From an optimization exercise on the open Yosys and OpenROAD flow, aimed at small area, a short achievable clock period and few clock cycles per item; shortcuts taken in it are not production practice. Only simulation tests tie the RTL to the original design; equivalence was not proved. Power and IR drop assume default switching activity.

==> run.sh <==
#!/bin/bash
# synth_recipe.tcl (not shown) runs the flow's synth.tcl, then flattens the netlist and writes it again
# the make line also repeats each setting of config.mk as NAME=value (left out here)
make -C /OpenROAD-flow-scripts/flow DESIGN_CONFIG=/design/flow/config.mk WORK_HOME=/design/flow/orfs CLKGATE_MAP_FILE= SYNTH_SCRIPT=/design/flow/synth_recipe.tcl finish
==> config.mk <==
export PLATFORM = sky130hd
export DESIGN_NAME = mips_multicycle
export DESIGN_NICKNAME = mips_multicycle
export VERILOG_FILES = /design/flow/design.v
export SDC_FILE = /design/flow/constraint.sdc
export NUM_CORES = 4
export LEC_CHECK = 0
export CAP_MARGIN = 20
export CORE_MARGIN = 2
export CORE_UTILIZATION = 25
export PLACE_DENSITY = 0.35
export SLEW_MARGIN = 20
==> design.v <==
module mips_multicycle #(
  parameter logic [31:0] RESET_PC = 32'h0000_0000,
  parameter int          ADDR_W   = 32
) (
  input  logic              clk,
  input  logic              reset,
  output logic              mem_req,
  output logic              mem_we,
  output logic [ADDR_W-1:0] mem_addr,
  output logic [31:0]       mem_wdata,
  input  logic [31:0]       mem_rdata,
  input  logic              mem_ready,
  output logic [31:0]       pc,
  output logic              retire,
  output logic              halted
);
  typedef enum logic [3:0] {
    FETCH, DECODE, MEMADR, MEMRD, MEMWB, MEMWR, EXEC,
    ALUWB, BRANCH, ADDIEX, ADDIWB, JUMP, TRAP
  } state_t;
  state_t      state, dec_next;
  logic [31:0] ir, a, b, alu_out, mdr, imm_ext, alu_r, addr_full;
  logic [31:0] rf [32];
  logic [5:0]  op, funct;
  logic [4:0]  rs, rt, rd, shamt;
  logic        alu_ok, take;
  assign op      = ir[31:26];
  assign rs      = ir[25:21];
  assign rt      = ir[20:16];
  assign rd      = ir[15:11];
  assign shamt   = ir[10:6];
  assign funct   = ir[5:0];
  assign imm_ext = {{16{ir[15]}}, ir[15:0]};
  always_comb begin
    alu_r  = '0;
    alu_ok = 1'b1;
    case (funct)
      6'b100000: alu_r = a + b;
      6'b100010: alu_r = a - b;
      6'b100100: alu_r = a & b;
      6'b100101: alu_r = a | b;
      6'b101010: alu_r = {31'b0, $signed(a) < $signed(b)};
      6'b000000: alu_r = b << shamt;
      6'b000010: alu_r = b >> shamt;
      default:   alu_ok = 1'b0;
    endcase
  end
  always_comb begin
    dec_next = TRAP;
    case (op)
      6'b100011, 6'b101011: dec_next = MEMADR;
      6'b000000:            dec_next = EXEC;
      6'b000100:            dec_next = BRANCH;
      6'b001000:            dec_next = ADDIEX;
      6'b000010:            dec_next = JUMP;
      default:              dec_next = TRAP;
    endcase
  end
  assign take = a == b;
  assign mem_req   = ~reset & (state == FETCH || state == MEMRD || state == MEMWR);
  assign mem_we    = state == MEMWR;
  assign addr_full = (state == FETCH) ? pc : alu_out;
  assign mem_addr  = addr_full[ADDR_W-1:0];
  assign mem_wdata = b;
  assign halted    = state == TRAP;
  assign retire    = state == MEMWB || state == ALUWB || state == BRANCH || state == ADDIWB ||
                     state == JUMP || (state == MEMWR && mem_ready);
  always_ff @(posedge clk or posedge reset) begin
    if (reset) begin
      state   <= FETCH;
      pc      <= RESET_PC;
      ir      <= '0;
      a       <= '0;
      b       <= '0;
      alu_out <= '0;
      mdr     <= '0;
      for (int i = 0; i < 32; i++) rf[i] <= '0;
    end else begin
      case (state)
        FETCH: if (mem_ready) begin
          ir    <= mem_rdata;
          pc    <= pc + 32'd4;
          state <= DECODE;
        end
        DECODE: begin
          a       <= rf[rs];
          b       <= rf[rt];
          alu_out <= pc + (imm_ext << 2);
          state   <= dec_next;
        end
        MEMADR: begin
          alu_out <= a + imm_ext;
          state   <= (op == 6'b101011) ? MEMWR : MEMRD;
        end
        MEMRD: if (mem_ready) begin
          mdr   <= mem_rdata;
          state <= MEMWB;
        end
        MEMWB: begin
          if (rt != 5'd0) rf[rt] <= mdr;
          state <= FETCH;
        end
        MEMWR: if (mem_ready) state <= FETCH;
        EXEC: begin
          alu_out <= alu_r;
          state   <= alu_ok ? ALUWB : TRAP;
        end
        ALUWB: begin
          if (rd != 5'd0) rf[rd] <= alu_out;
          state <= FETCH;
        end
        BRANCH: begin
          if (take) pc <= alu_out;
          state <= FETCH;
        end
        ADDIEX: begin
          alu_out <= a + imm_ext;
          state   <= ADDIWB;
        end
        ADDIWB: begin
          if (rt != 5'd0) rf[rt] <= alu_out;
          state <= FETCH;
        end
        JUMP: begin
          pc    <= {pc[31:28], ir[25:0], 2'b00};
          state <= FETCH;
        end
        default: state <= TRAP;
      endcase
    end
  end
endmodule
==> constraint.sdc <==
create_clock -name core_clock -period 7.0 [get_ports {clk}]
set_input_delay 1.4000 -clock core_clock [delete_from_list [all_inputs] [get_ports {clk}]]
set_output_delay 1.4000 -clock core_clock [all_outputs]
set_load 0.01 [all_outputs]
==> run summary <==
metal layers:
layer  vias to the layer above  routed length [µm]  part of all wire [%]  GRT usage, %
li1                      28210                   -                     -             -
met2                      4082              190500                    44         46.23
met3                      1058               35800                   8.2         6.287
met1                     35110              183700                    42         40.44
met5                         -                 173                 0.040        0.2078
met4                        16               25780                   5.9         15.30
worst max-delay path by stage:
stage | start | to | slack (ps) | cells after the start
CTS | state[1] | mem_addr[11] | 1840 | 4
floorplan | reset | a[0] | -11260 | 1
finish | state[1] | mem_addr[11] | 1900 | 4
detailed placement | state[2] | rf[28][1] | 2250 | 11
global route | state[1] | mem_addr[17] | 1740 | 4
global placement | ir[19] | rf[11][12] | 2300 | 8
worst max-delay path: stages (launching register included):
cell and delay, ps:
dfrtp_1 740, nor4_4 820, buf_4 450, mux2_2 400
clkdlybuf4s50_1 480
cell families (layout without fill, tap and decap cells):
family | Yosys count | count (layout) | synth area share (%)
DFF | 1220 | 1220 | 44.32
AOI/OAI and AO/OA | 2940 | 2940 | 28.78
buffers and inverters | 841 | 837 | 4.859
adders and majority gates | 171 | 171 | 3.150
muxes | 250 | 250 | 4.672
xor gates and xnor gates | 49 | 49 | 0.6230
other | 0 | 14 | 0
and+or+nand+nor | 2109 | 2109 | 13.59
per-stage QoR:
stage | total power [mW] | utilization [%] | area, µm² | setup WS, ps
6_report | 53.33 | 29.64 | 81180 | 1900
5_1_grt | 55.78 | 29.63 | 81150 | 1741
4_1_cts | 52.69 | 29.58 | 81010 | 1835
3_5_place_dp | 43.82 | 27.62 | 75650 | 2247
3_3_place_gp | 43.62 | 27.58 | 75540 | 2297
2_1_floorplan | 29.96 | - | 68890 | -11260
synthesized netlist by cell type (87+ instances only):
| library cell | count |
|---|---|
| mux2_2 | 112 |
| nand3_1 | 87 |
| buf_2 | 124 |
| nand4_1 | 153 |
| mux2i_1 | 92 |
| nor3_1 | 94 |
| a22o_1 | 403 |
| ha_1 | 167 |
| inv_1 | 126 |
| nand2_1 | 260 |
| clkbuf_1 | 545 |
| a22oi_1 | 141 |
| nor2_1 | 1279 |
| a21oi_1 | 1230 |
| dfrtp_1 | 1220 |
| a221oi_1 | 476 |
| o21ai_0 | 260 |
registers in the layout, indices dropped and copies added, names as in the netlist:
signal,cells
state,4
ir,32
alu_out,32
b,32
mdr,32
pc,32
rf,1024
a,32
where the power goes:
part / leakage (nW) / total, mW / internal [mW] / switching (mW)
clock network: 2.63 / 8.72 / 5.20 / 3.52
logic: 15.1 / 28.8 / 9.34 / 19.5
registers: 14.3 / 15.8 / 10.8 / 4.96
layout make-up:
class                           count  share of cell area (%)
Inverter                          127                  0.5918
Clock inverter                     50                  0.8646
Sequential cell                  1220                   37.62
Multi-Input combinational cell   5519                   44.64
Timing Repair Buffer              431                   4.980
Antenna cell                       14                 0.04316
Clock buffer                      229                   5.727
Tap cell                         3589                   5.532
layout by cell type (no fill, tap or decap), types with 18 or more instances in the layout:
cell             Yosys  routed
a21oi_1           1230    1225
dfrtp_1           1220    1215
nor3_4               0      30
o21ai_0            260     259
nand4_1            153     153
o221ai_1            52      44
clkbuf_8             0      28
a211oi_1            36      36
a22oi_1            141     141
a22o_1             403     403
o22ai_1             29      29
buf_4                7     255
nor2_4               0      62
a221oi_1           476     476
mux2i_4              0      31
nand2_1            260     258
nor3_1              94      92
xnor2_1             28      28
nand3_1             87      87
nand2b_1            28      27
mux4_2              46      46
ha_1               167     167
a21o_1              40      40
o32ai_1             32      28
mux2_2             112     112
clkbuf_1           545      36
nor2_1            1279    1216
inv_1              126     125
o211ai_1            26      26
and3_1              30      30
buf_12               0      30
a31oi_1             27      27
clkbuf_16            0     165
xor2_1              21      21
o21a_1              18      18
clkdlybuf4s50_1      0     134
nor2b_1             30      30
mux2i_1             92      60
clkinv_2             0      23
==> reports/qor.csv <==
metric,value,unit
"Remaining Overflow, GRT",0,
FF-to-FF path depth,9,
Area Growth Syn to Fin,17.85,%
final cell count without fillers,11180,
area occupied by multi-input gates,36240,µm²
DRT antenna net count,0,
HPWL after DPL,278000,µm
Post-Syn Area,68880,µm²
WHS Path Cells,0,
max-slew violation count,0,
pwr dens,656.9,nW/µm²
slew margin rel.,16.07,%
1st-pass router iterations,7,
Post-CTS Setup Inserts,0,
initial drt markers,9289,
Tightest Hold Check Type,register to register,
Critical Path AT,3700,ps
setup tns final,0,ps
critical path peak fanout,26,
Final Hold Vio Count,0,
Initial Utilization,25.15,%
# DRC,0,
Yosys reg bits,1220,
Synth area leaders,"dfrtp_1 44%, a21oi_1 8.9%, nor2_1 7.0%, a221oi_1 6.1%, a22o_1 5.1%",
RR Startpoint,ir[7],
Setup Skew,75.87,ps
syn nets,7786,
Crit Path Class,register to output port,
Vias,68470,
Std-Cell Rows,192,
H-tree depth,4,
wire per inst,39.00,µm
hold path startpoint,rf[0][9],
Gate Count Post-Synth,7580,
Die ar.,279800,µm²
# IOs,135,
Clock transition at path regs,60,ps
input/output buffers,134,
worst endpoint required time,5600,ps
post-synth top area cell,dfrtp_1,
CTS resizes,0,
Num Clock Sinks,1220,
asr flop ratio synth,100.0,%
vias in the first global route,64920,
initial antenna violation count,25,
share of post-route cells with drive strength above 1,11.96,%
Via density,6.125,
Routed WL,436000,µm
fin nets,7667,
period utilization,72.86,%
Total GRT Usage,30.33,%
placed insts,10880,
Max clock buf depth,4,
final setup vio count,0,
fill count,28630,
Max IR drop VDD,319.0,µV
r2r endpoint,alu_out[29],
Root Buffer,clkbuf_16,
number of synthesized flops with an enable pin,0,
Hold EP,rf[0][9],
max-capacitance violation count,0,
Pleak,32.04,nW
die height,528.9,µm
"Seq/Total Area, Yosys",44.32,%
RSZ-0062 raised after global routing,no,
Ys Warns,2,
Sequential Area,30540,µm²
Synth Area per Inst,9.088,µm²
cts hold-fix bufs,0,
Max Freq,196.1,MHz
top_reg_cell synth,dfrtp_1,
flop-to-flop setup slack,2170,ps
CP endpoint kind,output port,
Die Wd,528.9,µm
largest net degree at the start of global routing,151,
Netlist cell types,96,
hold_ws,405.7,ps
TritonCTS clock tree,done,
share of the synthesized area in the top cell type,44.32,%
startpoint types,register,
min Tclk post-route,5100,ps
total CTS buffers,162,
first-pass GRT wire length,589900,µm
status,"complete, no violations",
Least-Margin Pin Slew,1256,ps
worst skew pair latency,870,ps
Final GP Congestion,0.9662,
core area,273900,µm²
Testbench counts, summed over its fixed seeds: cycles 253,427, instrs 63,884.

==> what the ideal ports hide <==
How much do the figures lean on ideal ports? The routed layout below was timed once more, with nothing changed but the port constraints. Step 1 assumes that a clkbuf_16 drives the clock port and a buf_2 every other input. Step 2 also shifts input and output timing later by t, the mid clock arrival at the registers, as if the neighbouring blocks saw the same clock. Slacks: ideal / step 1 / step 2; pairs: ideal / step 1.
shift t [ns]: 0.929
setup slack, ns: 1.900 / 1.805 / 2.169
slew at the worst register clock pin (ns): 0.07 / 0.07
worst data-port slew with drivers (ns): 0.09
After both steps this run still meets setup and hold. For this run, drivers alone change the setup slack by -0.095 ns; drivers and shift together by +0.269 ns.
